What follows belongs to an exercise in optimizing a design on an open flow for small area and a short achievable clock period; a production flow would make more cautious choices. In this exercise RTL edits were held to simulation tests only and were not proved equivalent to the original. Power figures rest on the tool's default switching activity, not on a simulated workload.

### design.v
`timescale 1ns/1ps
`default_nettype none
module uart_rx (
    input  logic       clk,
    input  logic       reset,
    input  logic       rxd,
    output logic [7:0] rx_byte,      
    output logic       rx_valid
);
    localparam logic [1:0] rx_idle  = 2'd0;
    localparam logic [1:0] rx_start = 2'd1;
    localparam logic [1:0] rx_data  = 2'd2;
    localparam logic [1:0] rx_stop  = 2'd3;
    logic [1:0] state;
    logic [1:0] sync;
    logic [3:0] tick;
    logic [2:0] bit_cnt;
    logic       rx_bit;
    logic       half_end, full_end;
    assign rx_bit   = sync[1];
    assign half_end = (tick == 4'd7);
    assign full_end = (tick == 4'd15);
    always_ff @(posedge clk) begin
        if (reset) begin
            sync     <= 2'b11;
            state    <= rx_idle;
            tick     <= 4'd0;
            bit_cnt  <= 3'd0;
            rx_valid <= 1'b0;
        end else begin
            sync     <= {sync[0], rxd};
            rx_valid <= 1'b0;
            case (state)
                rx_idle: begin
                    tick <= 4'd0;
                    if (!rx_bit)
                        state <= rx_start;
                end
                rx_start: begin
                    tick <= tick + 4'd1;
                    if (half_end) begin
                        tick    <= 4'd0;
                        bit_cnt <= 3'd0;
                        state   <= rx_bit ? rx_idle : rx_data;
                    end
                end
                rx_data: begin
                    tick <= tick + 4'd1;
                    if (full_end) begin
                        tick    <= 4'd0;
                        bit_cnt <= bit_cnt + 3'd1;
                        if (bit_cnt == 3'd7)
                            state <= rx_stop;
                    end
                end
                default: begin
                    tick <= tick + 4'd1;
                    if (full_end) begin
                        rx_valid <= rx_bit;
                        state    <= rx_idle;
                    end
                end
            endcase
        end
    end
    always_ff @(posedge clk) begin
        if (state == rx_data && full_end)
            rx_byte <= {rx_bit, rx_byte[7:1]};
    end
endmodule
`default_nettype wire
`timescale 1ns/1ps
`default_nettype none
module program_loader (
    input  logic       clk,
    input  logic       reset,
    input  logic [7:0] rx_byte,
    input  logic       rx_valid,
    output logic       wr_valid,
    output logic [2:0] sel,          
    output logic [3:0] count,
    output logic       loaded
);
    localparam logic [1:0] ld_idle    = 2'd0;
    localparam logic [1:0] ld_type    = 2'd1;
    localparam logic [1:0] ld_data    = 2'd2;
    localparam logic [1:0] ld_trailer = 2'd3;
    logic [1:0] state;
    always_ff @(posedge clk) begin
        if (reset) begin
            state    <= ld_idle;
            count    <= 4'd0;
            loaded   <= 1'b0;
            wr_valid <= 1'b0;
        end else begin
            wr_valid <= rx_valid && (state == ld_data);
            if (wr_valid)
                count <= count + 4'd1;       
            if (rx_valid) begin
                case (state)
                    ld_idle: begin
                        if (rx_byte == 8'hAA)
                            state <= ld_type;
                    end
                    ld_type: begin
                        sel   <= rx_byte[2:0];
                        state <= ld_data;
                    end
                    ld_data: begin
                        if (count == 4'd15)
                            state <= ld_trailer;
                    end
                    default: begin
                        if (rx_byte == 8'h55)
                            loaded <= 1'b1;
                        state <= ld_idle;
                    end
                endcase
            end
        end
    end
endmodule
`default_nettype wire
`timescale 1ns/1ps
`default_nettype none
module display_list (
    input  logic        clk,
    input  logic        clr,         
    input  logic        wr_valid,
    input  logic [2:0]  sel,         
    input  logic [3:0]  wr_index,
    input  logic [7:0]  wr_data,
    input  logic [3:0]  rd_index,
    output logic [26:0] x_rd,        
    output logic [26:0] y_rd
);
    logic [2:0] x_op [16];
    logic [7:0] x_a  [16];
    logic [7:0] x_b  [16];
    logic [7:0] x_c  [16];
    logic [2:0] y_op [16];
    logic [7:0] y_a  [16];
    logic [7:0] y_b  [16];
    logic [7:0] y_c  [16];
    logic [7:0] wbus;
    assign wbus = clr ? 8'd0 : wr_data;
    always_ff @(posedge clk) begin
        for (int i = 0; i < 16; i++) begin
            if (clr || (wr_valid && sel == 3'd0 && wr_index == 4'(i))) x_op[i] <= wbus[2:0];
            if (clr || (wr_valid && sel == 3'd1 && wr_index == 4'(i))) x_a[i]  <= wbus;
            if (clr || (wr_valid && sel == 3'd2 && wr_index == 4'(i))) x_b[i]  <= wbus;
            if (clr || (wr_valid && sel == 3'd3 && wr_index == 4'(i))) x_c[i]  <= wbus;
            if (clr || (wr_valid && sel == 3'd4 && wr_index == 4'(i))) y_op[i] <= wbus[2:0];
            if (clr || (wr_valid && sel == 3'd5 && wr_index == 4'(i))) y_a[i]  <= wbus;
            if (clr || (wr_valid && sel == 3'd6 && wr_index == 4'(i))) y_b[i]  <= wbus;
            if (clr || (wr_valid && sel == 3'd7 && wr_index == 4'(i))) y_c[i]  <= wbus;
        end
    end
    logic [3:0] sel_lo, sel_hi;
    assign sel_lo = 4'd1 << rd_index[1:0];
    assign sel_hi = 4'd1 << rd_index[3:2];
    always_comb begin
        x_rd = 27'd0;
        y_rd = 27'd0;
        for (int i = 0; i < 16; i++) begin
            if (sel_lo[i % 4] && sel_hi[i / 4]) begin
                x_rd = x_rd | {x_op[i], x_a[i], x_b[i], x_c[i]};
                y_rd = y_rd | {y_op[i], y_a[i], y_b[i], y_c[i]};
            end
        end
    end
endmodule
`default_nettype wire
`timescale 1ns/1ps
`default_nettype none
module axis_sequencer (
    input  logic       clk,
    input  logic       reset,
    input  logic       run,
    input  logic       advance,
    input  logic [2:0] e_op,
    input  logic [7:0] e_a,
    input  logic [7:0] e_b,
    input  logic [7:0] e_c,
    output logic [7:0] pos,
    output logic       done
);
    logic [1:0] phase;
    logic [7:0] k;       
    logic       a0, b0, eqa, eqb;
    logic [7:0] pos_up, pos_dn;
    logic       last;
    logic       clr_cnt;
    logic [1:0] phase_nxt;
    logic [7:0] pos_nxt;
    logic       mv_up, mv_dn, load;
    logic [1:0] cur;
    logic       cur_done;
    logic       len_eq;
    assign a0      = (e_a == 8'd0);
    assign b0      = (e_b == 8'd0);
    assign eqa     = (k == e_a);
    assign eqb     = (k == e_b);
    assign pos_up  = pos + e_c;
    assign pos_dn  = pos - e_c;
    always_comb begin
        case (phase)
            2'd0:    cur = a0 ? 2'd1 : 2'd0;
            2'd1:    cur = b0 ? 2'd2 : 2'd1;
            2'd2:    cur = a0 ? 2'd3 : 2'd2;
            default: cur = 2'd3;
        endcase
    end
    assign cur_done = (a0 && b0) || (phase == 2'd3 && b0);
    assign len_eq   = cur[0] ? eqb : eqa;
    always_comb begin
        mv_up     = 1'b0;
        mv_dn     = 1'b0;
        load      = 1'b0;
        last      = 1'b0;
        clr_cnt   = 1'b0;
        phase_nxt = phase;
        case (e_op)
            3'd0: last = 1'b1;
            3'd4: begin
                load = 1'b1;
                last = 1'b1;
            end
            3'd1, 3'd7: begin
                if (phase == 2'd0) begin
                    load      = 1'b1;
                    phase_nxt = 2'd1;
                    clr_cnt   = 1'b1;
                    last      = b0;
                end else begin
                    mv_up = (e_op == 3'd1);
                    mv_dn = (e_op == 3'd7);
                    last  = eqb;
                end
            end
            3'd2, 3'd3: begin
                mv_up = !a0 && (e_op == 3'd2);
                mv_dn = !a0 && (e_op == 3'd3);
                last  = a0 || eqa;
            end
            default: begin       
                if (cur_done) begin
                    last = 1'b1;
                end else begin
                    if (e_op == 3'd5) begin
                        mv_up = (cur == 2'd0);
                        mv_dn = (cur == 2'd2);
                    end else begin
                        mv_up = (cur == 2'd1);
                        mv_dn = (cur == 2'd3);
                    end
                    phase_nxt = cur;
                    if (len_eq) begin
                        phase_nxt = cur + 2'd1;
                        clr_cnt   = 1'b1;
                        last      = (cur == 2'd3) || (cur == 2'd2 && b0);
                    end
                end
            end
        endcase
        if (load)
            pos_nxt = e_a;
        else if (mv_up)
            pos_nxt = pos_up;
        else if (mv_dn)
            pos_nxt = pos_dn;
        else
            pos_nxt = pos;
    end
    always_ff @(posedge clk) begin
        if (reset) begin
            phase <= 2'd0;
            k     <= 8'd1;
            pos   <= 8'd0;
            done  <= 1'b0;
        end else if (run) begin
            if (advance) begin
                phase <= 2'd0;
                k     <= 8'd1;
                done  <= 1'b0;
            end else if (!done) begin
                pos   <= pos_nxt;
                k     <= clr_cnt ? 8'd1 : k + 8'd1;
                phase <= phase_nxt;
                done  <= last;
            end
        end
    end
endmodule
`default_nettype wire
`timescale 1ns/1ps
`default_nettype none
module vector_wavegen (
    input  logic       clk,
    input  logic       reset,
    input  logic       enable,
    input  logic       rxd,
    output logic [7:0] xdac,
    output logic [7:0] ydac,
    output logic [3:0] list_index,
    output logic       loaded
);
    logic run;
    assign run = enable || loaded;
    logic rst_q;
    always_ff @(posedge clk)
        rst_q <= reset;
    logic [7:0] rx_byte;
    logic       rx_valid;
    logic       wr_valid;
    logic [2:0] sel;
    logic [3:0] count;
    uart_rx rx0 (
        .clk      (clk),
        .reset    (reset),
        .rxd      (rxd),
        .rx_byte  (rx_byte),
        .rx_valid (rx_valid)
    );
    program_loader loader0 (
        .clk      (clk),
        .reset    (reset),
        .rx_byte  (rx_byte),
        .rx_valid (rx_valid),
        .wr_valid (wr_valid),
        .sel      (sel),
        .count    (count),
        .loaded   (loaded)
    );
    logic [3:0] idx_p1;      
    logic       advance;
    logic       x_done, y_done;
    logic       step;
    assign step = run && advance;
    always_ff @(posedge clk) begin
        if (reset) begin
            list_index <= 4'd0;
            idx_p1     <= 4'd1;
            advance    <= 1'b0;
        end else begin
            advance <= run && x_done && y_done && !advance;
            if (step) begin
                list_index <= idx_p1;            
                idx_p1     <= idx_p1 + 4'd1;
            end
        end
    end
    logic [26:0] x_next, y_next;
    display_list list0 (
        .clk      (clk),
        .clr      (rst_q),
        .wr_valid (wr_valid),
        .sel      (sel),
        .wr_index (count),
        .wr_data  (rx_byte),
        .rd_index (idx_p1),
        .x_rd     (x_next),
        .y_rd     (y_next)
    );
    logic       hit_cur, hit_nxt;
    assign hit_cur = wr_valid && (count == list_index);
    assign hit_nxt = wr_valid && (count == idx_p1);
    logic [26:0] xe, ye, xn, yn;
    function automatic logic [26:0] merge(input logic [26:0] e, input logic hit,
                                          input logic [1:0] f, input logic [7:0] d);
        logic [26:0] m;
        m = e;
        if (hit) begin
            case (f)
                2'd0:    m[26:24] = d[2:0];
                2'd1:    m[23:16] = d;
                2'd2:    m[15:8]  = d;
                default: m[7:0]   = d;
            endcase
        end
        merge = m;
    endfunction
    always_comb begin
        if (step) begin
            xn = merge(x_next, hit_nxt && !sel[2], sel[1:0], rx_byte);
            yn = merge(y_next, hit_nxt &&  sel[2], sel[1:0], rx_byte);
        end else begin
            xn = merge(xe, hit_cur && !sel[2], sel[1:0], rx_byte);
            yn = merge(ye, hit_cur &&  sel[2], sel[1:0], rx_byte);
        end
    end
    always_ff @(posedge clk) begin
        if (reset) begin
            xe    <= 27'd0;
            ye    <= 27'd0;
        end else begin
            xe    <= xn;
            ye    <= yn;
        end
    end
    axis_sequencer x_axis (
        .clk     (clk),
        .reset   (reset),
        .run     (run),
        .advance (advance),
        .e_op    (xe[26:24]),
        .e_a     (xe[23:16]),
        .e_b     (xe[15:8]),
        .e_c     (xe[7:0]),
        .pos     (xdac),
        .done    (x_done)
    );
    axis_sequencer y_axis (
        .clk     (clk),
        .reset   (reset),
        .run     (run),
        .advance (advance),
        .e_op    (ye[26:24]),
        .e_a     (ye[23:16]),
        .e_b     (ye[15:8]),
        .e_c     (ye[7:0]),
        .pos     (ydac),
        .done    (y_done)
    );
endmodule
`default_nettype wire
### flow/run.sh
#!/bin/bash
# The standard layout (same synthesis script and steps), with the repair
# margin, abc delay target and clock-tree options from params.sh
set -euo pipefail
W=$PWD
source $W/flow/params.sh
export CTS_ARGS BUFFER_PORTS_ARGS
make -C "$FLOW_HOME" DESIGN_CONFIG=$W/config.mk WORK_HOME=$W/orfs CLKGATE_MAP_FILE= \
    SYNTH_SCRIPT=$W/synth_recipe.tcl CAP_MARGIN=20 CORE_MARGIN=2 CORE_UTILIZATION=$UTIL \
    SLEW_MARGIN=20 $EXTRA_MAKE_ARGS finish > $W/make_finish.log 2>&1
R=$W/orfs/results/$FLOW_PLATFORM/vector_wavegen/base
: # left out here: write the final layout as DEF
### flow/params.sh
UTIL=70
EXTRA_MAKE_ARGS="SETUP_SLACK_MARGIN=8.5 ABC_CLOCK_PERIOD_IN_PS=1000 ADDER_MAP_FILE="
CTS_ARGS="-sink_clustering_enable -repair_clock_nets -dont_use_dummy_load -sink_clustering_size 27 -sink_clustering_max_diameter 90"
BUFFER_PORTS_ARGS=""
### standard.sh
#!/bin/bash
# synth_recipe.tcl (not shown) runs the flow's synth.tcl, then flattens the netlist and writes it again
# the make line also repeats each setting of config.mk as NAME=value (left out here)
make -C /OpenROAD-flow-scripts/flow DESIGN_CONFIG=/design/flow/config.mk WORK_HOME=/design/flow/orfs CLKGATE_MAP_FILE= SYNTH_SCRIPT=/design/flow/synth_recipe.tcl "${@:-finish}"
### config.mk
export PLATFORM = sky130hd
export DESIGN_NAME = vector_wavegen
export DESIGN_NICKNAME = vector_wavegen
export VERILOG_FILES = /design/flow/design.v
export SDC_FILE = /design/flow/constraint.sdc
export NUM_CORES = 4
export LEC_CHECK = 0
export CAP_MARGIN = 20
export CORE_MARGIN = 2
export CORE_UTILIZATION = 70
export SLEW_MARGIN = 20
### constraint.sdc
create_clock -name core_clock -period 12.0 [get_ports {clk}]
set_input_delay 2.4000 -clock core_clock [delete_from_list [all_inputs] [get_ports {clk}]]
set_output_delay 2.4000 -clock core_clock [all_outputs]
set_load 0.01 [all_outputs]
==> results of run 1 <==
sequential cells by signal (all words and copies together), names as in the netlist, 3 cells and up:
| name | count |
|---|---|
| list0.x_a | 128 |
| list0.x_b | 128 |
| list0.x_c | 128 |
| list0.y_a | 128 |
| list0.y_b | 128 |
| list0.y_c | 128 |
| list0.x_op | 48 |
| list0.y_op | 48 |
| xe | 27 |
| ye | 27 |
| rx0.rx_byte | 8 |
| x_axis.k | 8 |
| x_axis.pos | 8 |
| y_axis.k | 8 |
| y_axis.pos | 8 |
| idx_p1 | 4 |
| list_index | 4 |
| loader0.count | 4 |
| rx0.tick | 4 |
| loader0.sel | 3 |
| rx0.bit_cnt | 3 |
cell type report:
| class | instances | area, µm² | area share |
|---|---|---|---|
| tap | 765 | 957 | 0.0220 |
| clock buffer | 46 | 1150 | 0.0265 |
| sequential | 997 | 28800 | 0.662 |
| multi-input combinational | 1673 | 11500 | 0.264 |
| timing repair buffer | 128 | 1020 | 0.0235 |
| inverter | 23 | 90.1 | 0.00207 |
routing by layer:
layer  vias up  global-route usage  share of wire
met1     12900               0.491           0.38
met2      1650               0.545           0.47
li1      11300                   -              -
met3       251              0.0676           0.12
met4         2               0.102          0.033
met5         -                   0        0.00012
worst paths after layout:
check,endpoint,cells past startpoint
setup / recovery,xdac[1],1
hold / removal,rx0.sync[1],1
setup reg to reg,x_axis.pos[6],11
hold reg to reg,rx0.sync[1],1
cells in the mapped netlist (all sizes together), types with 23 or more instances:
| master | number | area (µm²) |
|---|---|---|
| a21o | 93 | 706 |
| nand2 | 111 | 419 |
| a22o | 64 | 561 |
| nand2b | 23 | 144 |
| nand3 | 89 | 450 |
| nor2 | 232 | 871 |
| a22oi | 317 | 2380 |
| xnor2 | 30 | 270 |
| xor2 | 52 | 463 |
| a221oi | 62 | 543 |
| o21ai | 70 | 358 |
| o21bai | 42 | 315 |
| nand4 | 57 | 369 |
| a21oi | 103 | 527 |
| a211oi | 39 | 313 |
| mux2i | 31 | 310 |
| clkbuf | 185 | 694 |
| inv | 23 | 86.3 |
| dfxtp | 122 | 2440 |
| nor3 | 48 | 240 |
| edfxtp | 875 | 26300 |
metrics by stage:
step / instance area [µm²] / utilization
6_report: 43500 / 0.757
2_1_floorplan: 40700 / -
5_1_grt: 43500 / 0.757
3_5_place_dp: 41600 / 0.724
4_1_cts: 43200 / 0.752
3_3_place_gp: 41600 / 0.723
power by group through the flow:
stage | clock network (µW) | registers [µW] | logic (µW)
5_1_grt | 1780 | 3950 | 230
2_1_floorplan | 0 | 4000 | 133
3_3_place_gp | 0 | 4010 | 195
4_1_cts | 1670 | 3940 | 209
3_5_place_dp | 0 | 4020 | 201
6_report | 1670 | 3940 | 214
timing repair:
item | in CTS | in global routing
pin swaps | 6 | 11
cloned | 0 | 1
setup buffers | 42 | 16
setup endpoints to repair | 113 | 64
resized for setup | 147 | 32
cells by family after synthesis:
| group | after synthesis |
|---|---|
| xor gates and xnor gates | 82 |
| AOI/OAI and AO/OA | 872 |
| and+or+nand+nor | 680 |
| muxes | 36 |
| buffers and inverters | 223 |
| adders and majority gates | 2 |
| DFF | 997 |
==> implementation parameters, run 1 <==
Parameter                              Value

GRT
  GRT Residual Overflow ... 0
  Vias in the first global route ... 24200
  Total global routing track utilization ... 0.343
  Global-route wire length before repair ... 153 mm
  Antenna violations before repair ... 4
  Pin count of the biggest net entering global routing ... 119

Cells and area
  Net count, final ... 2873
  Antenna Diode Count ... 0
  Commonest cells after routing, fill and taps aside ... sky130_fd_sc_hd__edfxtp_1, sky130_fd_sc_hd__a22oi_1, sky130_fd_sc_hd__nor2_1
  Most frequent standard cell in the layout excluding fill and tap cells ... sky130_fd_sc_hd__edfxtp_1
  Fill cell instance count of the final layout ... 3543
  Proportion of layout cells with a drive suffix above 1 ... 0.112
  Synthesis-to-layout area growth ... 7.40%
  Post-Layout Cell Count ... 3632

Logic synthesis
  Compound-cell area share of the yosys netlist ... 0.158
  Adder-cell share of the synthesized area ... 0.000556
  Sequential area share after synthesis ... 0.709
  Number of synthesized register bits ... 997
  Mapped Nets ... 2896
  Dominant combinational cell family by area after synthesis ... compound AO/OA/AOI/OAI gates
  Yosys synthesis warning count ... 13
  Number of distinct library cell variants in the gate-level netlist after synthesis ... 87
  Xor and xnor fraction of the mapped netlist area ... 0.0181
  Number of flops mapped to enable cells by yosys ... 875
  Post-synthesis simple-gate area fraction ... 0.0840
  Cell Area, Synth ... 40500 µm²
  Synthesized netlist cell count ... 2892
  Top flip-flop cell by instance count after synthesis ... sky130_fd_sc_hd__edfxtp_1
  Post-Synthesis Mean Instance Area ... 14.0 µm²
  Synth async-reset ratio ... 0
  Post-synthesis mux area share ... 0.00905

Timing
  Max Clock Freq ... 0.287 GHz
  Relative max-transition margin ... 0.258
  Tightest Pin Transition ... 1.11 ns
  # setup viols final ... 0
  Period Utilization, post-route ... 0.290
  Final critical delay including setup and external delays ... 3.48 ns
  Pins Over Slew Limit ... 0
  Setup repair after global routing missed its margin ... yes
  Max Clock Skew ... 0.0637 ns
  Setup_tns ... 0 ns
  Final hold violation count ... 0
  Hold Worst Slack ... 0.445 ns
  Worst Slack Setup Final ... 8.52 ns

Drt
  Final WL ... 103 mm
  Residual DRC ... 0
  Pre-antenna DRT Iters ... 6
  Total via count after detailed routing ... 26100
  Number of nets still failing antenna checks after routing ... 0
  First DRT Iteration DRCs ... 3546
  Routed via count divided by cell count ... 7.17
  Detailed-route wire length per cell ... 28.3 µm

Setup path
  Combined buffer and inverter count along the critical path ... 1
  Critical register-to-register path startpoint ... xe[19]
  Cell family with most CP delay ... flip-flops
  Critical Path Sink Type ... output port
  Worst endpoint data arrival time ... 1.08 ns
  Largest fanout on the critical path ... 2
  Cell-by-cell trace of the critical path ... buf_6
  Worst R2R Setup Slack ... 8.61 ns
  Classification of the worst setup path ... register to output port
  CP Data Required Time ... 9.60 ns
  Origin of the worst setup path ... x_axis.pos[1]
  Cell type of the slowest stage on the worst timing path ... sky130_fd_sc_hd__dfxtp_4
  Startpoint kind of the worst setup timing path ... register
  Critical Path Max Stage Delay ... 0.36 ns

CTS
  # clock sinks ... 997
  Post-CTS Hold Buffers ... 0
  Clock tree from TritonCTS ... done
  Clock H-tree levels ... 2
  Clock-pin transition on the worst setup and hold timing paths ... 0.10 ns
  Buffer type at the clock tree root ... sky130_fd_sc_hd__clkbuf_16
  Clock latency on the worst-skew pair ... 0.63 ns
  Largest buffer count on any clock path ... 3
  Clock buffers created by TritonCTS ... 46

Floorplan
  Initial Utilization ... 0.705
  Die Wd ... 245 µm
  Area inside the core boundary ... 57500 µm²
  Overall die area ... 59800 µm²
  Ports ... 25
  Rows ... 88
  Die height ... 245 µm

Placement
  Cells after DPL ... 3526
  Post-place setup slack ... 7.07 ns
  Port Buf Inserts ... 24
  Routability congestion estimate from global placement ... 0.848
  Dpl hpwl ... 61.0 mm

Hold path
  Launch point of the worst hold path ... rx0.sync[0]
  Class of the worst hold path ... register to register

Run
  Max-cap check violation count ... 0

Power and ir drop
  Sequential group share of total power ... 0.676
  Sw Ratio ... 0.204
  Logic pwr share ... 0.037
  Switching power ... 1190 µW
  Internal portion of total power ... 4630 µW
  Power share of the clock group ... 0.287
  Static Leak ... 0.0153 µW
  Worst IR drop on VDD ... 0.180 mV
  Power Density ... 134 nW/µm²
  Total chip power ... 5820 µW

Status
  Run status ... complete, no violations
==> run 2, diff against run 1 <==
--- a/flow/run.sh
+++ b/flow/run.sh
@@ -8,4 +8,4 @@
 make -C "$FLOW_HOME" DESIGN_CONFIG=$W/config.mk WORK_HOME=$W/orfs CLKGATE_MAP_FILE= \
-    SYNTH_SCRIPT=$W/synth_recipe.tcl CAP_MARGIN=20 CORE_MARGIN=2 CORE_UTILIZATION=$UTIL \
-    SLEW_MARGIN=20 $EXTRA_MAKE_ARGS finish > $W/make_finish.log 2>&1
+    SYNTH_SCRIPT=$W/synth_recipe.tcl CAP_MARGIN=$CAPM CORE_MARGIN=2 CORE_UTILIZATION=$UTIL \
+    SLEW_MARGIN=$SLEWM $EXTRA_MAKE_ARGS finish > $W/make_finish.log 2>&1
 R=$W/orfs/results/$FLOW_PLATFORM/vector_wavegen/base
==> flow/params.sh (replaced) <==
UTIL=70
EXTRA_MAKE_ARGS="SETUP_SLACK_MARGIN=8.6 ABC_CLOCK_PERIOD_IN_PS=1000 ADDER_MAP_FILE="
CTS_ARGS="-sink_clustering_enable -repair_clock_nets -dont_use_dummy_load -sink_clustering_size 27 -sink_clustering_max_diameter 90"
BUFFER_PORTS_ARGS=""
CAPM=5
SLEWM=5
==> run 2 against run 1 <==
Against the previous run: still clean; synthesized area stayed put; utilization is 0.18 points higher; die area stayed put; cell count is 0.30% lower; maximum frequency is 0.22% higher; combinational power hardly changed; non-clock buffer count is 11 lower; worst hold slack worse by 0.021 ns; routed wire length hardly changed; final area is 0.23% higher; clock power hardly changed; total power is 0.14% lower; largest cell class unchanged; largest power group unchanged; highest routed layer unchanged.
==> implementation parameters, run 2 <==
Parameter                              Value

Status
  Run status ... complete, no violations

GRT
  Antenna violations before repair ... 3
  Total global routing track utilization ... 0.344
  Pin count of the biggest net entering global routing ... 97
  GRT Residual Overflow ... 0
  Vias in the first global route ... 24800
  Global-route wire length before repair ... 153 mm

Logic synthesis
  Post-Synthesis Mean Instance Area ... 14.0 µm²
  Area fraction of the dominant cell type after synthesis ... 0.649
  Most frequent cell after synthesis ... sky130_fd_sc_hd__edfxtp_1
  Post-synthesis cell type with the largest combined area ... sky130_fd_sc_hd__edfxtp_1
  Number of synthesized register bits ... 997
  Yosys synthesis warning count ... 13
  Top post-synthesis cells by area ... sky130_fd_sc_hd__edfxtp_1, sky130_fd_sc_hd__dfxtp_1, sky130_fd_sc_hd__a22oi_1
  Number of flops mapped to enable cells by yosys ... 875
  Number of distinct library cell variants in the gate-level netlist after synthesis ... 87
  Top flip-flop cell by instance count after synthesis ... sky130_fd_sc_hd__edfxtp_1
  Synth async-reset ratio ... 0
  Cell Area, Synth ... 40500 µm²
  Leading cell types by count after synthesis ... sky130_fd_sc_hd__edfxtp_1, sky130_fd_sc_hd__a22oi_1, sky130_fd_sc_hd__nor2_1, sky130_fd_sc_hd__clkbuf_1, sky130_fd_sc_hd__dfxtp_1
  Sequential area share after synthesis ... 0.709
  Mapped Nets ... 2896
  Synthesized netlist cell count ... 2892

Timing
  Max Clock Freq ... 0.288 GHz
  Max Clock Skew ... 0.0941 ns
  Final hold violation count ... 0
  Pins Over Slew Limit ... 0
  Setup repair after global routing missed its margin ... yes
  Tightest Pin Transition ... 1.32 ns
  Period Utilization, post-route ... 0.289
  Setup_tns ... 0 ns
  # setup viols final ... 0
  Final critical delay including setup and external delays ... 3.47 ns
  Relative max-transition margin ... 0.116
  Worst Slack Setup Final ... 8.53 ns

Cells and area
  Fill cell instance count of the final layout ... 3458
  Commonest cells after routing, fill and taps aside ... sky130_fd_sc_hd__edfxtp_1, sky130_fd_sc_hd__a22oi_1, sky130_fd_sc_hd__nor2_1
  Post-route cell area ... 43600 µm²
  Area occupied by multi-input gates ... 11500 µm²
  Synthesis-to-layout area growth ... 7.65%
  Sequential cell area in the final layout ... 28800 µm²
  Net count, final ... 2862
  Proportion of layout cells with a drive suffix above 1 ... 0.113
  Post-layout util ... 0.759
  Antenna Diode Count ... 0
  Most frequent standard cell in the layout excluding fill and tap cells ... sky130_fd_sc_hd__edfxtp_1

Run
  Max-cap check violation count ... 0

Drt
  Pre-antenna DRT Iters ... 6
  Detailed-route wire length per cell ... 28.4 µm
  Total via count after detailed routing ... 25900
  Number of nets still failing antenna checks after routing ... 0
  Routed via count divided by cell count ... 7.16
  Final WL ... 103 mm
  Residual DRC ... 0
  First DRT Iteration DRCs ... 3473

Setup path
  Combined buffer and inverter count along the critical path ... 1
  Critical Path Sink Type ... output port
  CP Data Required Time ... 9.60 ns
  Startpoint kind of the worst setup timing path ... register
  Worst endpoint data arrival time ... 1.07 ns
  Critical register-to-register path startpoint ... xe[14]
  Cell-by-cell trace of the critical path ... buf_6
  Critical Path Max Stage Delay ... 0.36 ns
  Origin of the worst setup path ... loader0.loaded
  Cell type of the slowest stage on the worst timing path ... sky130_fd_sc_hd__dfxtp_4
  Classification of the worst setup path ... register to output port
  Largest fanout on the critical path ... 2
  Cell family with most CP delay ... flip-flops

CTS
  Clock-pin transition on the worst setup and hold timing paths ... 0.09 ns
  Clock buffers created by TritonCTS ... 45
  Post-CTS Hold Buffers ... 0
  Largest buffer count on any clock path ... 3
  Clock H-tree levels ... 2
  Buffer type at the clock tree root ... sky130_fd_sc_hd__clkbuf_16
  Clock latency on the worst-skew pair ... 0.65 ns
  Clock tree from TritonCTS ... done
  # clock sinks ... 997

Power and ir drop
  Worst IR drop on VDD ... 0.135 mV
  Static Leak ... 0.0153 µW
  Power Density ... 133 nW/µm²
  Total chip power ... 5810 µW

Placement
  Placed standard-cell area ... 41600 µm²
  Routability congestion estimate from global placement ... 0.839
  Dpl hpwl ... 61.2 mm
  Post-place setup slack ... 6.98 ns
  Port Buf Inserts ... 24

Floorplan
  Ports ... 25
  Initial Utilization ... 0.705
  Die height ... 245 µm
  Die Wd ... 245 µm
  Overall die area ... 59800 µm²
  Rows ... 88
  Area inside the core boundary ... 57500 µm²

Hold path
  Launch point of the worst hold path ... rx0.sync[0]
  Class of the worst hold path ... register to register
## run 2: logic make-up (layout without fill, tap and decap cells)
| group | count (synthesis) | count (layout) | share of synthesized area |
|---|---|---|---|
| adders and majority gates | 2 | 2 | 0.000556 |
| xor gates and xnor gates | 82 | 82 | 0.0181 |
| muxes | 36 | 36 | 0.00905 |
| AOI/OAI and AO/OA | 872 | 872 | 0.158 |
| DFF | 997 | 997 | 0.709 |
| buffers and inverters | 223 | 185 | 0.0212 |
| and+or+nand+nor | 680 | 682 | 0.0840 |
## run 2: worst paths after layout
| kind | to | slack (ns) | cells past startpoint |
|---|---|---|---|
| max | loaded | 8.53 | 1 |
| min | rx0.sync[1] | 0.42 | 1 |
| max reg2reg | x_axis.pos[6] | 8.68 | 11 |
| min reg2reg | rx0.sync[1] | 0.42 | 1 |
## run 2: layout make-up
type / count / area share
tap: 765 / 0.0220
inverter: 23 / 0.00198
multi-input combinational: 1674 / 0.265
clock buffer: 45 / 0.0258
timing repair buffer: 117 / 0.0250
sequential: 997 / 0.661
## run 2: what timing repair did
| item | CTS | global route |
|---|---|---|
| endpoints found under the setup margin | 114 | 72 |
| resized for setup | 167 | 58 |
| setup buffers | 38 | 12 |
| gates cloned | 1 | 2 |
| pin swaps | 5 | 18 |
## run 2: per-layer routing
metal,part of all wire,GRT usage
met1,0.38,0.482
met3,0.11,0.0729
met5,0.00040,0
met4,0.036,0.113
met2,0.47,0.547
## run 2: per-stage QoR
step	instances	hold slack, ns
global placement	3523	0.401
CTS	3607	0.433
floorplan	2892	0.389
finish	3621	0.424
global route	3621	0.439
detailed placement	3523	0.416
## run 2: power breakdown
| part | total [µW] | leakage [µW] | switching (µW) | internal, µW |
|---|---|---|---|---|
| combinational | 214 | 0.00469 | 162 | 51.9 |
| sequential | 3940 | 0.0100 | 45.7 | 3890 |
| clock | 1660 | 0.000555 | 987 | 673 |
==> run 3, diff against run 2 <==
--- a/flow/params.sh
+++ b/flow/params.sh
@@ -4,3 +4,3 @@
 BUFFER_PORTS_ARGS=""
-CAPM=5
-SLEWM=5
+CAPM=10
+SLEWM=10
==> run 3 against run 2 <==
Against the previous run: final area about the same; synthesized area unchanged; clock power about the same; via count down 0.25%; sequential power about the same; setup slack better by 0.0010 ns; die area unchanged; largest power group unchanged; largest cell class unchanged; worst hold slack about the same; register-to-register slack about the same; clock-buffer cell count unchanged; synthesized cell count unchanged.
==> implementation parameters, run 3 <==
Parameter                              Value

Setup path
  Startpoint kind of the worst setup timing path ... register
  Cell type of the slowest stage on the worst timing path ... sky130_fd_sc_hd__dfxtp_4
  CP Data Required Time ... 9.60 ns
  Cell family with most CP delay ... flip-flops
  Worst Reg-to-Reg Cells ... 11
  Worst endpoint data arrival time ... 1.07 ns
  Largest fanout on the critical path ... 2
  Worst setup path endpoint ... loaded
  Origin of the worst setup path ... loader0.loaded
  RR Endpoint ... x_axis.pos[6]
  Critical register-to-register path startpoint ... xe[14]
  Critical Path Max Stage Delay ... 0.36 ns
  Worst R2R Setup Slack ... 8.67 ns
  Classification of the worst setup path ... register to output port
  Cell-by-cell trace of the critical path ... buf_6
  Critical Path Sink Type ... output port
  Combined buffer and inverter count along the critical path ... 1
  Total number of cells along the worst setup path ... 1

Logic synthesis
  Leading cell types by count after synthesis ... sky130_fd_sc_hd__edfxtp_1, sky130_fd_sc_hd__a22oi_1, sky130_fd_sc_hd__nor2_1, sky130_fd_sc_hd__clkbuf_1, sky130_fd_sc_hd__dfxtp_1
  Post-synthesis simple-gate area fraction ... 0.0840
  Number of flops mapped to enable cells by yosys ... 875
  Xor and xnor fraction of the mapped netlist area ... 0.0181
  Mapped Nets ... 2896
  Compound-cell area share of the yosys netlist ... 0.158
  Top flip-flop cell by instance count after synthesis ... sky130_fd_sc_hd__edfxtp_1
  Area fraction of the dominant cell type after synthesis ... 0.649
  Most frequent cell after synthesis ... sky130_fd_sc_hd__edfxtp_1
  Synthesized netlist cell count ... 2892
  Yosys synthesis warning count ... 13
  Adder-cell share of the synthesized area ... 0.000556
  Dominant combinational cell family by area after synthesis ... compound AO/OA/AOI/OAI gates
  Number of synthesized register bits ... 997
  Post-Synthesis Mean Instance Area ... 14.0 µm²
  Post-synthesis cell type with the largest combined area ... sky130_fd_sc_hd__edfxtp_1
  Cell Area, Synth ... 40500 µm²
  Number of distinct library cell variants in the gate-level netlist after synthesis ... 87
  Post-synthesis mux area share ... 0.00905
  Top post-synthesis cells by area ... sky130_fd_sc_hd__edfxtp_1, sky130_fd_sc_hd__dfxtp_1, sky130_fd_sc_hd__a22oi_1
  Sequential area share after synthesis ... 0.709
  Synth async-reset ratio ... 0

Timing
  Hold Worst Slack ... 0.424 ns
  Final critical delay including setup and external delays ... 3.47 ns
  Setup repair after global routing missed its margin ... yes
  Relative max-transition margin ... 0.153
  Max Clock Freq ... 0.288 GHz
  Pins Over Slew Limit ... 0
  Setup_tns ... 0 ns
  # setup viols final ... 0
  Period Utilization, post-route ... 0.289
  Final hold violation count ... 0
  Tightest Pin Transition ... 1.27 ns
  Max Clock Skew ... 0.0984 ns

Placement
  Placed standard-cell area ... 41600 µm²
  Port Buf Inserts ... 24
  Routability congestion estimate from global placement ... 0.839
  Dpl hpwl ... 61.2 mm

Cells and area
  Most frequent standard cell in the layout excluding fill and tap cells ... sky130_fd_sc_hd__edfxtp_1
  Post-layout util ... 0.759
  Commonest cells after routing, fill and taps aside ... sky130_fd_sc_hd__edfxtp_1, sky130_fd_sc_hd__a22oi_1, sky130_fd_sc_hd__nor2_1
  Antenna Diode Count ... 0
  Net count, final ... 2862
  Post-route cell area ... 43600 µm²
  Proportion of layout cells with a drive suffix above 1 ... 0.113
  Synthesis-to-layout area growth ... 7.66%

Drt
  Number of nets still failing antenna checks after routing ... 0
  First DRT Iteration DRCs ... 3415
  Residual DRC ... 0
  Total via count after detailed routing ... 25900
  Pre-antenna DRT Iters ... 6
  Routed via count divided by cell count ... 7.15
  Final WL ... 103 mm
  Detailed-route wire length per cell ... 28.4 µm

Floorplan
  Ports ... 25
  Overall die area ... 59800 µm²
  Die Wd ... 245 µm
  Die height ... 245 µm
  Initial Utilization ... 0.705
  Rows ... 88
  Area inside the core boundary ... 57500 µm²

Status
  Run status ... complete, no violations

Power and ir drop
  Static Leak ... 0.0153 µW
  Worst IR drop on VDD ... 0.135 mV
  Power Density ... 133 nW/µm²

CTS
  Largest buffer count on any clock path ... 3
  # clock sinks ... 997
  Clock-pin transition on the worst setup and hold timing paths ... 0.09 ns
  Clock tree from TritonCTS ... done
  Clock latency on the worst-skew pair ... 0.65 ns
  Clock buffers created by TritonCTS ... 45
  Clock H-tree levels ... 2
  Post-CTS Hold Buffers ... 0
  Buffer type at the clock tree root ... sky130_fd_sc_hd__clkbuf_16

GRT
  Antenna violations before repair ... 3
  Total global routing track utilization ... 0.344
  Vias in the first global route ... 24800
  Pin count of the biggest net entering global routing ... 97
  Global-route wire length before repair ... 153 mm
  GRT Residual Overflow ... 0

Hold path
  Class of the worst hold path ... register to register

Run
  Max-cap check violation count ... 0
## run 3: what timing repair did
item / 4_1_cts / 5_1_grt
gates resized for setup: 167 / 58
pin swaps: 5 / 18
gates cloned: 1 / 2
setup buffers: 38 / 12
endpoints found under the setup margin: 114 / 72
## run 3: metrics by stage
| stage | cells | setup slack, ns | total power, µW |
|---|---|---|---|
| floorplan | 2892 | 8.19 | 4130 |
| global placement | 3523 | 7.03 | 4210 |
| detailed placement | 3523 | 6.98 | 4220 |
| CTS | 3607 | 8.51 | 5800 |
| global route | 3621 | 8.51 | 5950 |
| finish | 3621 | 8.53 | 5810 |
## run 3: power by group
part           internal, µW  switching, µW  leakage [µW]
registers              3890           45.7        0.0100
clock network           673            986      0.000555
logic                  51.9            162       0.00469
total                  4620           1190        0.0153
## run 3: worst min path at each step
| stage | cells after the start | from | endpoint |
|---|---|---|---|
| after CTS | 1 | rx0.sync[0] | rx0.sync[1] |
| after global routing | 1 | rx0.sync[0] | rx0.sync[1] |
| final | 1 | rx0.sync[0] | rx0.sync[1] |
| after detailed placement | 1 | rx0.sync[0] | rx0.sync[1] |
| after global placement | 1 | rx0.sync[0] | rx0.sync[1] |
| after floorplan | 1 | rx0.sync[0] | rx0.sync[1] |
## run 3: layout make-up
class                           count  area, µm²
Sequential cell                   997      28800
Fill cell                        3458      13900
Multi-Input combinational cell   1674      11500
Clock buffer                       45       1130
Timing Repair Buffer              117       1090
Tap cell                          765        957
Inverter                           23       86.3
## run 3: cell families after synthesis
family | count (synthesis)
compound gates | 872
simple gates | 680
flops | 997
xor+xnor | 82
fa+ha+maj | 2
buf+inv | 223
mux | 36
## run 3: layer usage
| metal | GRT usage | wire [µm] | up-vias |
|---|---|---|---|
| li1 | - | - | 11300 |
| met1 | 0.482 | 38500 | 12800 |
| met2 | 0.547 | 48500 | 1558 |
| met3 | 0.0729 | 12100 | 249 |
| met4 | 0.113 | 3630 | 6 |
| met5 | 0 | 41 | - |
==> run 4, diff against run 3 <==
--- a/flow/params.sh
+++ b/flow/params.sh
@@ -1,2 +1,2 @@
-UTIL=70
+UTIL=80
 EXTRA_MAKE_ARGS="SETUP_SLACK_MARGIN=8.6 ABC_CLOCK_PERIOD_IN_PS=1000 ADDER_MAP_FILE="
--- a/config.mk
+++ b/config.mk
@@ -9,3 +9,3 @@
 export CORE_MARGIN = 2
-export CORE_UTILIZATION = 70
+export CORE_UTILIZATION = 80
 export SLEW_MARGIN = 20
==> run 4 against run 3 <==
Against the previous run: still clean; combinational power up 4%; register-to-register slack lost 0.08 ns; via count increased by 6.4%; global-route usage is 6.7 points higher; clock-buffer cell count decreased by 2; first-iteration DRC count increased by 32%; non-clock buffer count up 12; flip-flop and latch count is the same; sequential power about the same; largest cell class unchanged.
==> implementation parameters, run 4 <==
Parameter                              Value

Status
  Run status ... complete, no violations

Drt
  First DRT Iteration DRCs ... 4523
  Detailed-route wire length per cell ... 30.7 µm
  Routed via count divided by cell count ... 7.78
  Pre-antenna DRT Iters ... 8
  Number of nets still failing antenna checks after routing ... 0
  Total via count after detailed routing ... 27500
  Residual DRC ... 0
  Final WL ... 108 mm

Logic synthesis
  Yosys synthesis warning count ... 13
  Post-synthesis cell type with the largest combined area ... sky130_fd_sc_hd__edfxtp_1
  Top flip-flop cell by instance count after synthesis ... sky130_fd_sc_hd__edfxtp_1
  Dominant combinational cell family by area after synthesis ... compound AO/OA/AOI/OAI gates
  Number of synthesized register bits ... 997
  Xor and xnor fraction of the mapped netlist area ... 0.0181
  Top post-synthesis cells by area ... sky130_fd_sc_hd__edfxtp_1, sky130_fd_sc_hd__dfxtp_1, sky130_fd_sc_hd__a22oi_1
  Mapped Nets ... 2896
  Area fraction of the dominant cell type after synthesis ... 0.649
  Post-Synthesis Mean Instance Area ... 14.0 µm²
  Leading cell types by count after synthesis ... sky130_fd_sc_hd__edfxtp_1, sky130_fd_sc_hd__a22oi_1, sky130_fd_sc_hd__nor2_1, sky130_fd_sc_hd__clkbuf_1, sky130_fd_sc_hd__dfxtp_1
  Post-synthesis simple-gate area fraction ... 0.0840
  Most frequent cell after synthesis ... sky130_fd_sc_hd__edfxtp_1
  Cell Area, Synth ... 40500 µm²
  Synthesized netlist cell count ... 2892
  Number of flops mapped to enable cells by yosys ... 875
  Synth async-reset ratio ... 0
  Post-synthesis mux area share ... 0.00905
  Adder-cell share of the synthesized area ... 0.000556
  Compound-cell area share of the yosys netlist ... 0.158
  Sequential area share after synthesis ... 0.709
  Number of distinct library cell variants in the gate-level netlist after synthesis ... 87

Run
  Max-cap check violation count ... 0

Setup path
  Classification of the worst setup path ... register to output port
  Startpoint kind of the worst setup timing path ... register
  Cell family with most CP delay ... flip-flops
  CP Data Required Time ... 9.60 ns
  Combined buffer and inverter count along the critical path ... 1
  Cell type of the slowest stage on the worst timing path ... sky130_fd_sc_hd__dfxtp_2
  Largest fanout on the critical path ... 2
  Worst endpoint data arrival time ... 1.08 ns
  Critical Path Sink Type ... output port
  Cell-by-cell trace of the critical path ... buf_6
  Critical Path Max Stage Delay ... 0.37 ns

CTS
  Buffer type at the clock tree root ... sky130_fd_sc_hd__clkbuf_16
  Largest buffer count on any clock path ... 3
  Clock buffers created by TritonCTS ... 43
  Clock tree from TritonCTS ... done
  Post-CTS Hold Buffers ... 0
  Clock-pin transition on the worst setup and hold timing paths ... 0.10 ns
  # clock sinks ... 997
  Clock latency on the worst-skew pair ... 0.63 ns
  Clock H-tree levels ... 2

Cells and area
  Post-layout util ... 0.871
  Commonest cells after routing, fill and taps aside ... sky130_fd_sc_hd__edfxtp_1, sky130_fd_sc_hd__a22oi_1, sky130_fd_sc_hd__nor2_1
  Antenna Diode Count ... 0
  Synthesis-to-layout area growth ... 7.61%
  Most frequent standard cell in the layout excluding fill and tap cells ... sky130_fd_sc_hd__edfxtp_1
  Proportion of layout cells with a drive suffix above 1 ... 0.118
  Net count, final ... 2872

GRT
  GRT Residual Overflow ... 0
  Global-route wire length before repair ... 160 mm
  Total global routing track utilization ... 0.411
  Antenna violations before repair ... 3
  Pin count of the biggest net entering global routing ... 129
  Vias in the first global route ... 26300

Floorplan
  Overall die area ... 52400 µm²
  Initial Utilization ... 0.809
  Die height ... 229 µm
  Die Wd ... 229 µm
  Rows ... 82
  Ports ... 25
  Area inside the core boundary ... 50100 µm²

Timing
  Final critical delay including setup and external delays ... 3.48 ns
  Setup_tns ... 0 ns
  Max Clock Skew ... 0.0713 ns
  Period Utilization, post-route ... 0.290
  Relative max-transition margin ... 0.166
  # setup viols final ... 0
  Tightest Pin Transition ... 1.25 ns
  Max Clock Freq ... 0.287 GHz
  Pins Over Slew Limit ... 0
  Setup repair after global routing missed its margin ... yes
  Final hold violation count ... 0
  Hold Worst Slack ... 0.428 ns

Placement
  Dpl hpwl ... 62.0 mm
  Port Buf Inserts ... 24
  Routability congestion estimate from global placement ... 0.858

Power and ir drop
  Worst IR drop on VDD ... 0.155 mV
  Power Density ... 133 nW/µm²
  Static Leak ... 0.0153 µW

Hold path
  Class of the worst hold path ... register to register
==> run 4: cell counts after synthesis <==
Identical to the previous run, type by type.
==> run 4: layout make-up <==
| class | instances | area, µm² |
|---|---|---|
| Clock buffer | 43 | 1080 |
| Sequential cell | 997 | 28800 |
| Inverter | 23 | 86.3 |
| Fill cell | 2197 | 6480 |
| Multi-Input combinational cell | 1674 | 11600 |
| Timing Repair Buffer | 129 | 1190 |
| Tap cell | 672 | 841 |
==> run 4: what timing repair did <==
action,in CTS,in global routing
gates resized for setup,168,55
endpoints found under the hold margin,0,0
gates cloned,2,1
endpoints found under the setup margin,114,66
pin swaps,7,18
buffers inserted,45,19
==> run 4: per-layer routing <==
metal  up-vias  share of wire  track usage  wire length, µm
met5         -        0.00016            0               17
met3       510           0.15        0.111            15900
met2      2544           0.47        0.649            51000
met4         4          0.054        0.181             5900
li1      11300              -            -                -
met1     13100           0.33        0.546            35600
==> run 4: path summary, 6_finish.rpt <==
path,startpoint,end,slack (ns),cells past startpoint
min,rx0.sync[0],rx0.sync[1],0.43,1
min reg2reg,rx0.sync[0],rx0.sync[1],0.43,1
max,x_axis.pos[2],xdac[2],8.52,1
max reg2reg,xe[23],x_axis.pos[7],8.59,11
==> run 4: where the power goes <==
part,internal (µW),switching (µW)
combinational,54.5,167
clock,646,973
sequential,3890,54.3
total,4590,1190
==> run 4: cells by family (layout without fill, tap and decap cells) <==
kind of cell / count (synthesis) / count (layout)
XOR/XNOR: 82 / 82
AND/OR/NAND/NOR: 680 / 681
AO/OA/AOI/OAI: 872 / 873
buffers and inverters: 223 / 195
multiplexers: 36 / 36
adder cells (fa/ha/maj): 2 / 2
flip-flops: 997 / 997
==> run 4: stage by stage <==
step                std cells  total power, µW  instance area (µm²)  setup WS (ns)
floorplan                2892             4130                40700           8.19
global placement         3428             4200                41500           7.07
detailed placement       3428             4220                41500           6.99
CTS                      3518             5750                43200           8.52
global route             3538             5890                43600           8.50
finish                   3538             5790                43600           8.52
==> run 5, diff against run 4 <==
==> flow/params.sh (replaced) <==
UTIL=70
EXTRA_MAKE_ARGS="SETUP_SLACK_MARGIN=8.6 ABC_CLOCK_PERIOD_IN_PS=1000 ADDER_MAP_FILE="
CTS_ARGS="-sink_clustering_enable -repair_clock_nets -dont_use_dummy_load -sink_clustering_size 24 -sink_clustering_max_diameter 80"
BUFFER_PORTS_ARGS=""
CAPM=10
SLEWM=10
--- a/config.mk
+++ b/config.mk
@@ -9,3 +9,3 @@
 export CORE_MARGIN = 2
-export CORE_UTILIZATION = 80
+export CORE_UTILIZATION = 70
 export SLEW_MARGIN = 20
==> run 5 against run 4 <==
Against the previous run: flip-flop and latch count unchanged; total power up 1.6%; cell count up 2.7%; still clean on timing, DRC and antenna; sequential share of layout area down 0.23 points; die area up 14%; maximum frequency about the same; routed wire length down 4.4%; sequential power about the same; global-route usage down 6.5 points; synthesized cell count unchanged; largest power group unchanged; non-clock buffer count down 5.
==> implementation parameters, run 5 <==
Parameter                              Value

Timing
  Final hold violation count ... 0
  Max Clock Freq ... 0.287 GHz
  Max Clock Skew ... 0.0753 ns
  Relative max-transition margin ... 0.135
  # setup viols final ... 0
  Setup_tns ... 0 ns
  Tightest Pin Transition ... 1.29 ns
  Pins Over Slew Limit ... 0
  Final critical delay including setup and external delays ... 3.48 ns
  Period Utilization, post-route ... 0.290
  Setup repair after global routing missed its margin ... yes

Setup path
  RR Endpoint ... x_axis.pos[6]
  Classification of the worst setup path ... register to output port
  Critical Path Sink Type ... output port
  Startpoint kind of the worst setup timing path ... register
  Worst endpoint data arrival time ... 1.08 ns
  Critical register-to-register path startpoint ... xe[14]
  Combined buffer and inverter count along the critical path ... 1
  Cell family with most CP delay ... flip-flops
  Cell-by-cell trace of the critical path ... buf_6
  Worst R2R Setup Slack ... 8.69 ns
  Cell type of the slowest stage on the worst timing path ... sky130_fd_sc_hd__dfxtp_4
  Worst Reg-to-Reg Cells ... 11
  Largest fanout on the critical path ... 2
  Critical Path Max Stage Delay ... 0.36 ns
  CP Data Required Time ... 9.60 ns

Logic synthesis
  Post-synthesis cell type with the largest combined area ... sky130_fd_sc_hd__edfxtp_1
  Most frequent cell after synthesis ... sky130_fd_sc_hd__edfxtp_1
  Area fraction of the dominant cell type after synthesis ... 0.649
  Leading cell types by count after synthesis ... sky130_fd_sc_hd__edfxtp_1, sky130_fd_sc_hd__a22oi_1, sky130_fd_sc_hd__nor2_1, sky130_fd_sc_hd__clkbuf_1, sky130_fd_sc_hd__dfxtp_1
  Dominant combinational cell family by area after synthesis ... compound AO/OA/AOI/OAI gates
  Adder-cell share of the synthesized area ... 0.000556
  Post-synthesis simple-gate area fraction ... 0.0840
  Sequential area share after synthesis ... 0.709
  Xor and xnor fraction of the mapped netlist area ... 0.0181
  Cell Area, Synth ... 40500 µm²
  Number of synthesized register bits ... 997
  Number of distinct library cell variants in the gate-level netlist after synthesis ... 87
  Top flip-flop cell by instance count after synthesis ... sky130_fd_sc_hd__edfxtp_1
  Synth async-reset ratio ... 0
  Mapped Nets ... 2896
  Post-synthesis mux area share ... 0.00905
  Top post-synthesis cells by area ... sky130_fd_sc_hd__edfxtp_1, sky130_fd_sc_hd__dfxtp_1, sky130_fd_sc_hd__a22oi_1
  Post-Synthesis Mean Instance Area ... 14.0 µm²
  Compound-cell area share of the yosys netlist ... 0.158
  Synthesized netlist cell count ... 2892
  Number of flops mapped to enable cells by yosys ... 875
  Yosys synthesis warning count ... 13

Drt
  Residual DRC ... 0
  Pre-antenna DRT Iters ... 6
  Final WL ... 104 mm
  Routed via count divided by cell count ... 7.17
  Number of nets still failing antenna checks after routing ... 0
  First DRT Iteration DRCs ... 3340
  Total via count after detailed routing ... 26000
  Detailed-route wire length per cell ... 28.6 µm

Cells and area
  Antenna Diode Count ... 0
  Fill cell instance count of the final layout ... 3429
  Net count, final ... 2873
  Post-route cell area ... 43700 µm²
  Proportion of layout cells with a drive suffix above 1 ... 0.115
  Most frequent standard cell in the layout excluding fill and tap cells ... sky130_fd_sc_hd__edfxtp_1
  Sequential cell area in the final layout ... 28800 µm²
  Commonest cells after routing, fill and taps aside ... sky130_fd_sc_hd__edfxtp_1, sky130_fd_sc_hd__a22oi_1, sky130_fd_sc_hd__nor2_1
  Synthesis-to-layout area growth ... 7.99%
  Area occupied by multi-input gates ... 11500 µm²

Power and ir drop
  Static Leak ... 0.0153 µW
  Worst IR drop on VDD ... 0.144 mV
  Power Density ... 134 nW/µm²

CTS
  Buffer type at the clock tree root ... sky130_fd_sc_hd__clkbuf_16
  Clock tree from TritonCTS ... done
  Clock-pin transition on the worst setup and hold timing paths ... 0.09 ns
  Clock H-tree levels ... 2
  Clock latency on the worst-skew pair ... 0.64 ns
  Post-CTS Hold Buffers ... 0
  Clock buffers created by TritonCTS ... 49
  # clock sinks ... 997
  Largest buffer count on any clock path ... 3

Hold path
  Launch point of the worst hold path ... rx0.sync[0]
  Worst Hold Depth ... 1
  Hold worst-path end ... rx0.sync[1]
  Class of the worst hold path ... register to register

Floorplan
  Die height ... 245 µm
  Overall die area ... 59800 µm²
  Ports ... 25
  Die Wd ... 245 µm
  Rows ... 88
  Initial Utilization ... 0.705
  Area inside the core boundary ... 57500 µm²

Status
  Run status ... complete, no violations

GRT
  Pin count of the biggest net entering global routing ... 97
  Global-route wire length before repair ... 153 mm
  GRT Residual Overflow ... 0
  Total global routing track utilization ... 0.346
  Vias in the first global route ... 24900
  Antenna violations before repair ... 2

Placement
  Port Buf Inserts ... 24
  Routability congestion estimate from global placement ... 0.839
  Dpl hpwl ... 61.2 mm
  Placed standard-cell area ... 41600 µm²

Run
  Max-cap check violation count ... 0
run 5: layout make-up:
cell class / instances / share of cell area
Multi-Input combinational cell: 1674 / 0.263
Clock buffer: 49 / 0.0280
Sequential cell: 997 / 0.658
Timing Repair Buffer: 124 / 0.0263
Inverter: 23 / 0.00197
Tap cell: 765 / 0.0219
run 5: per-stage QoR:
| stage | util | setup slack (ns) | hold WS, ns | std cells | total power, µW |
|---|---|---|---|---|---|
| detailed placement | 0.724 | 6.98 | 0.416 | 3523 | 4220 |
| global placement | 0.724 | 7.03 | 0.401 | 3523 | 4210 |
| global route | 0.761 | 8.49 | 0.439 | 3632 | 6020 |
| floorplan | - | 8.19 | 0.389 | 2892 | 4130 |
| finish | 0.761 | 8.52 | 0.424 | 3632 | 5880 |
| CTS | 0.755 | 8.50 | 0.433 | 3615 | 5870 |
run 5: power breakdown:
group          internal (µW)  switching, µW
registers               3890           45.8
logic                   51.7            162
clock network            729           1000
total                   4670           1210
run 5: worst max-delay path by stage:
stage | start | cells past startpoint | endpoint
6_report | loader0.loaded | 1 | loaded
5_1_grt | loader0.loaded | 1 | loaded
4_1_cts | loader0.loaded | 1 | loaded
3_5_place_dp | enable | 7 | xe[6]
3_3_place_gp | enable | 7 | xe[6]
2_1_floorplan | enable | 6 | xe[0]
run 5: kinds of logic (layout without fill, tap and decap cells):
| kind of cell | after synthesis | in the layout |
|---|---|---|
| compound gates | 872 | 872 |
| xor+xnor | 82 | 82 |
| mux | 36 | 36 |
| flops | 997 | 997 |
| fa+ha+maj | 2 | 2 |
| buf+inv | 223 | 196 |
| simple gates | 680 | 682 |
run 5: routing by layer:
| layer | wire (µm) | global-route usage |
|---|---|---|
| met5 | 24 | 0 |
| met4 | 3770 | 0.123 |
| met3 | 12100 | 0.0747 |
| met2 | 48900 | 0.546 |
| met1 | 38900 | 0.483 |
run 5: repair_timing:
action	CTS	global route
buffers inserted	41	15
endpoints found under the setup margin	114	72
resized for setup	169	54
pin swaps	7	19
gates cloned	2	2
endpoints found under the hold margin	0	0
==> run 6, diff against run 5 <==
==> flow/run.sh (replaced) <==
#!/bin/bash
# The standard layout (same synthesis script and steps), with the repair
# margin, abc delay target and clock-tree options from params.sh; the final abc
# mapping runs abc_nobuf.script (abc_speed.script without its buffering and
# sizing, which the placer's repair redoes with wire loads)
set -euo pipefail
W=$PWD
source $W/flow/params.sh
export CTS_ARGS BUFFER_PORTS_ARGS
export MY_ABC_SCRIPT=$W/flow/abc_nobuf.script
{
  head -n 1 $W/synth_recipe.tcl
  cat <<'T'
proc abc {args} {
  set i [lsearch -exact $args -script]
  if {$i >= 0} { lset args [expr {$i + 1}] $::env(MY_ABC_SCRIPT) }
  yosys abc {*}$args
}
T
  tail -n +2 $W/synth_recipe.tcl
} > $W/synth_flow.tcl
make -C "$FLOW_HOME" DESIGN_CONFIG=$W/config.mk WORK_HOME=$W/orfs CLKGATE_MAP_FILE= \
    SYNTH_SCRIPT=$W/synth_flow.tcl CAP_MARGIN=$CAPM CORE_MARGIN=2 CORE_UTILIZATION=$UTIL \
    SLEW_MARGIN=$SLEWM $EXTRA_MAKE_ARGS finish > $W/make_finish.log 2>&1
R=$W/orfs/results/$FLOW_PLATFORM/vector_wavegen/base
: # left out here: write the final layout as DEF
==> flow/abc_nobuf.script (new file) <==
&get -n
&st
&dch
&nf
&st
&syn2
&if -g -K 6
&synch2
&nf
&st
&syn2
&if -g -K 6
&synch2
&nf
&st
&syn2
&if -g -K 6
&synch2
&nf
&st
&syn2
&if -g -K 6
&synch2
&nf
&st
&syn2
&if -g -K 6
&synch2
&nf
&put
topo
stime -c
==> flow/params.sh (replaced) <==
UTIL=70
EXTRA_MAKE_ARGS="SETUP_SLACK_MARGIN=8.6 ABC_CLOCK_PERIOD_IN_PS=1000 ADDER_MAP_FILE="
CTS_ARGS="-sink_clustering_enable -repair_clock_nets -dont_use_dummy_load -sink_clustering_size 27 -sink_clustering_max_diameter 90"
BUFFER_PORTS_ARGS=""
CAPM=10
SLEWM=10
==> run 6 against run 5 <==
Against the previous run: critical path depth unchanged; synthesized area is 2.4% lower; combinational power up 3%; synthesized cell count fell by 6.9%; clock power down 6%; flip-flop and latch count did not move; utilization up 2.1 points; final area is 0.42% higher; critical path type unchanged; routed wire length up 0.94%; still clean on timing, DRC and antenna; maximum frequency is 1.1% lower.
==> implementation parameters, run 6 <==
Parameter                              Value

Status
  Run status ... complete, no violations

Logic synthesis
  Yosys synthesis warning count ... 13
  Synth async-reset ratio ... 0
  Number of flops mapped to enable cells by yosys ... 875
  Number of distinct library cell variants in the gate-level netlist after synthesis ... 61
  Top flip-flop cell by instance count after synthesis ... sky130_fd_sc_hd__edfxtp_1
  Mapped Nets ... 2696
  Leading cell types by count after synthesis ... sky130_fd_sc_hd__edfxtp_1, sky130_fd_sc_hd__a22oi_1, sky130_fd_sc_hd__nor2_1, sky130_fd_sc_hd__dfxtp_1, sky130_fd_sc_hd__nand2_1
  Sequential area share after synthesis ... 0.726
  Number of synthesized register bits ... 997
  Post-Synthesis Mean Instance Area ... 14.7 µm²
  Most frequent cell after synthesis ... sky130_fd_sc_hd__edfxtp_1
  Top post-synthesis cells by area ... sky130_fd_sc_hd__edfxtp_1, sky130_fd_sc_hd__dfxtp_1, sky130_fd_sc_hd__a22oi_1
  Area fraction of the dominant cell type after synthesis ... 0.665
  Synthesized netlist cell count ... 2692
  Post-synthesis cell type with the largest combined area ... sky130_fd_sc_hd__edfxtp_1
  Cell Area, Synth ... 39500 µm²

Placement
  Dpl hpwl ... 61.5 mm
  Routability congestion estimate from global placement ... 0.883
  Placed standard-cell area ... 41700 µm²
  Port Buf Inserts ... 24

Cells and area
  Most frequent standard cell in the layout excluding fill and tap cells ... sky130_fd_sc_hd__edfxtp_1
  Antenna Diode Count ... 0
  Synthesis-to-layout area growth ... 11.1%
  Net count, final ... 2874
  Commonest cells after routing, fill and taps aside ... sky130_fd_sc_hd__edfxtp_1, sky130_fd_sc_hd__a22oi_1, sky130_fd_sc_hd__nor2_1
  Proportion of layout cells with a drive suffix above 1 ... 0.123
  Post-route cell area ... 43900 µm²
  Post-layout util ... 0.782

Setup path
  Critical Path Max Stage Delay ... 0.40 ns
  Cell-by-cell trace of the critical path ... buf_6
  Classification of the worst setup path ... register to output port
  Cell family with most CP delay ... flip-flops
  Cell type of the slowest stage on the worst timing path ... sky130_fd_sc_hd__dfxtp_4
  Critical Path Sink Type ... output port
  RR Endpoint ... x_axis.pos[5]
  CP Data Required Time ... 9.60 ns
  Worst Reg-to-Reg Cells ... 13
  Largest fanout on the critical path ... 4
  Startpoint kind of the worst setup timing path ... register
  Worst endpoint data arrival time ... 1.12 ns
  Critical register-to-register path startpoint ... xe[19]
  Combined buffer and inverter count along the critical path ... 1
  Total number of cells along the worst setup path ... 1
  Worst R2R Setup Slack ... 8.61 ns
  Origin of the worst setup path ... x_axis.pos[2]

Drt
  Pre-antenna DRT Iters ... 8
  Total length of routed met2 wires ... 48.8 mm
  Routed via count divided by cell count ... 7.25
  Final WL ... 105 mm
  Uppermost signal routing layer after detailed routing ... met5
  Met1 layer wirelength in the final routing ... 40.5 mm
  Total via count after detailed routing ... 26300
  First DRT Iteration DRCs ... 3610
  Residual DRC ... 0
  Met3 WL ... 11.6 mm
  Number of nets still failing antenna checks after routing ... 0
  Detailed-route wire length per cell ... 28.9 µm

CTS
  Buffer type at the clock tree root ... sky130_fd_sc_hd__clkbuf_16
  Largest buffer count on any clock path ... 3
  Clock-pin transition on the worst setup and hold timing paths ... 0.10 ns
  # clock sinks ... 997
  Post-CTS Hold Buffers ... 0
  Clock tree from TritonCTS ... done
  Clock latency on the worst-skew pair ... 0.66 ns
  Clock buffers created by TritonCTS ... 44
  Clock H-tree levels ... 2

Floorplan
  Rows ... 87
  Overall die area ... 58400 µm²
  Die height ... 242 µm
  Area inside the core boundary ... 56200 µm²
  Initial Utilization ... 0.704
  Ports ... 25
  Die Wd ... 242 µm

GRT
  Global-route wire length before repair ... 155 mm
  GRT Residual Overflow ... 0
  Total global routing track utilization ... 0.355
  Vias in the first global route ... 24700
  Antenna violations before repair ... 2
  Pin count of the biggest net entering global routing ... 109

Timing
  Max Clock Skew ... 0.0914 ns
  # setup viols final ... 0
  Setup_tns ... 0 ns
  Relative max-transition margin ... 0.111
  Pins Over Slew Limit ... 0
  Setup repair after global routing missed its margin ... yes
  Tightest Pin Transition ... 1.33 ns
  Final hold violation count ... 0
  Period Utilization, post-route ... 0.293
  Max Clock Freq ... 0.284 GHz
  Final critical delay including setup and external delays ... 3.52 ns

Power and ir drop
  Power Density ... 132 nW/µm²
  Worst IR drop on VDD ... 0.139 mV
  Total chip power ... 5790 µW
  Static Leak ... 0.0153 µW

Hold path
  Worst Hold Depth ... 1
  Class of the worst hold path ... register to register
  Launch point of the worst hold path ... rx0.sync[0]
  Hold worst-path end ... rx0.sync[1]

Run
  Max-cap check violation count ... 0
run 6: cell types whose count changed after synthesis, sizes merged:
cell    previous run  this run
buf               15         0
clkbuf           185         0
clkinv             0        23
inv               23         0
run 6: layout make-up:
cell class,instances,area [µm²]
tap,756,946
inverter,23,87.6
sequential,997,28800
timing repair buffer,129,1160
fill,3243,12200
clock buffer,44,1100
multi-input combinational,1675,11800
run 6: what timing repair did:
item | CTS | global route
setup buffers | 41 | 21
setup endpoints to repair | 126 | 81
cloned | 2 | 1
pin swaps | 12 | 30
resized for setup | 194 | 70
endpoints found under the hold margin | 0 | 0
run 6: cell families (layout without fill, tap and decap cells):
group	after synthesis	after routing	share of synthesized area
flops	997	997	0.726
simple gates	680	682	0.0833
compound gates	872	873	0.160
fa+ha+maj	2	2	0.000506
xor+xnor	82	82	0.0182
mux	36	36	0.00927
buf+inv	23	196	0.00218
run 6: per-layer routing:
layer  up-vias  track usage
li1      11300            -
met1     13000        0.518
met2      1659        0.555
met3       260       0.0580
met4         4        0.125
met5         -            0
run 6: worst max path at each step:
stage,endpoint
4_1_cts,xdac[2]
2_1_floorplan,list0.x_a[0][2]
6_report,xdac[2]
3_3_place_gp,xe[1]
5_1_grt,xdac[2]
3_5_place_dp,xe[6]
run 6: stage by stage:
| step | hold slack (ns) | cells | worst slack [ns] |
|---|---|---|---|
| finish | 0.421 | 3624 | 8.48 |
| global route | 0.435 | 3624 | 8.45 |
| CTS | 0.426 | 3602 | 8.46 |
| detailed placement | 0.402 | 3515 | 7.24 |
| global placement | 0.404 | 3515 | 7.31 |
| floorplan | 0.391 | 2692 | 7.33 |
run 6: power breakdown:
| group | switching [µW] | total (µW) | leakage [µW] | internal, µW |
|---|---|---|---|---|
| combinational | 167 | 220 | 0.00471 | 52.8 |
| clock | 974 | 1630 | 0.000542 | 659 |
| sequential | 45.0 | 3940 | 0.0100 | 3890 |
| total | 1190 | 5790 | 0.0153 | 4600 |

-- static timing again, ports no longer ideal --
The flow's constraints put no driver on any port. The routed layouts listed below were extracted and timed again, unchanged, in two steps. Step 1 sets driving cells, clkbuf_16 on the clock port and buf_2 on the other inputs (assumed; they add their load-dependent delay and slew). Step 2 also shifts input and output timing later by t, the mid clock arrival at the registers, as if the neighbouring blocks saw the same clock. a / b / c = ideal ports / drivers / drivers and shift; a / b = the first two.
run | shift t [ns] | setup slack, ns | hold slack, ns | clock arrival spread, ns | worst slew at a driven data input, ns
run 1 | 0.661 | 8.520 / 8.459 / 7.923 | 0.445 / 0.445 / 0.445 | 0.064 / 0.065 | 0.03
run 2 | 0.659 | 8.528 / 8.467 / 8.009 | 0.424 / 0.424 / 0.424 | 0.096 / 0.096 | 0.03
run 3 | 0.662 | 8.529 / 8.468 / 8.008 | 0.424 / 0.424 / 0.424 | 0.100 / 0.101 | 0.03
run 4 | 0.655 | 8.517 / 8.454 / 7.918 | 0.428 / 0.428 / 0.428 | 0.080 / 0.080 | 0.04
run 5 | 0.673 | 8.518 / 8.452 / 7.981 | 0.424 / 0.424 / 0.424 | 0.080 / 0.080 | 0.04
run 6 | 0.677 | 8.479 / 8.417 / 8.030 | 0.421 / 0.421 / 0.421 | 0.095 / 0.096 | 0.03
After both steps setup and hold are still met in every run listed. For run 4, which loses most, drivers alone change the setup slack by -0.063 ns; drivers and shift together by -0.599 ns.
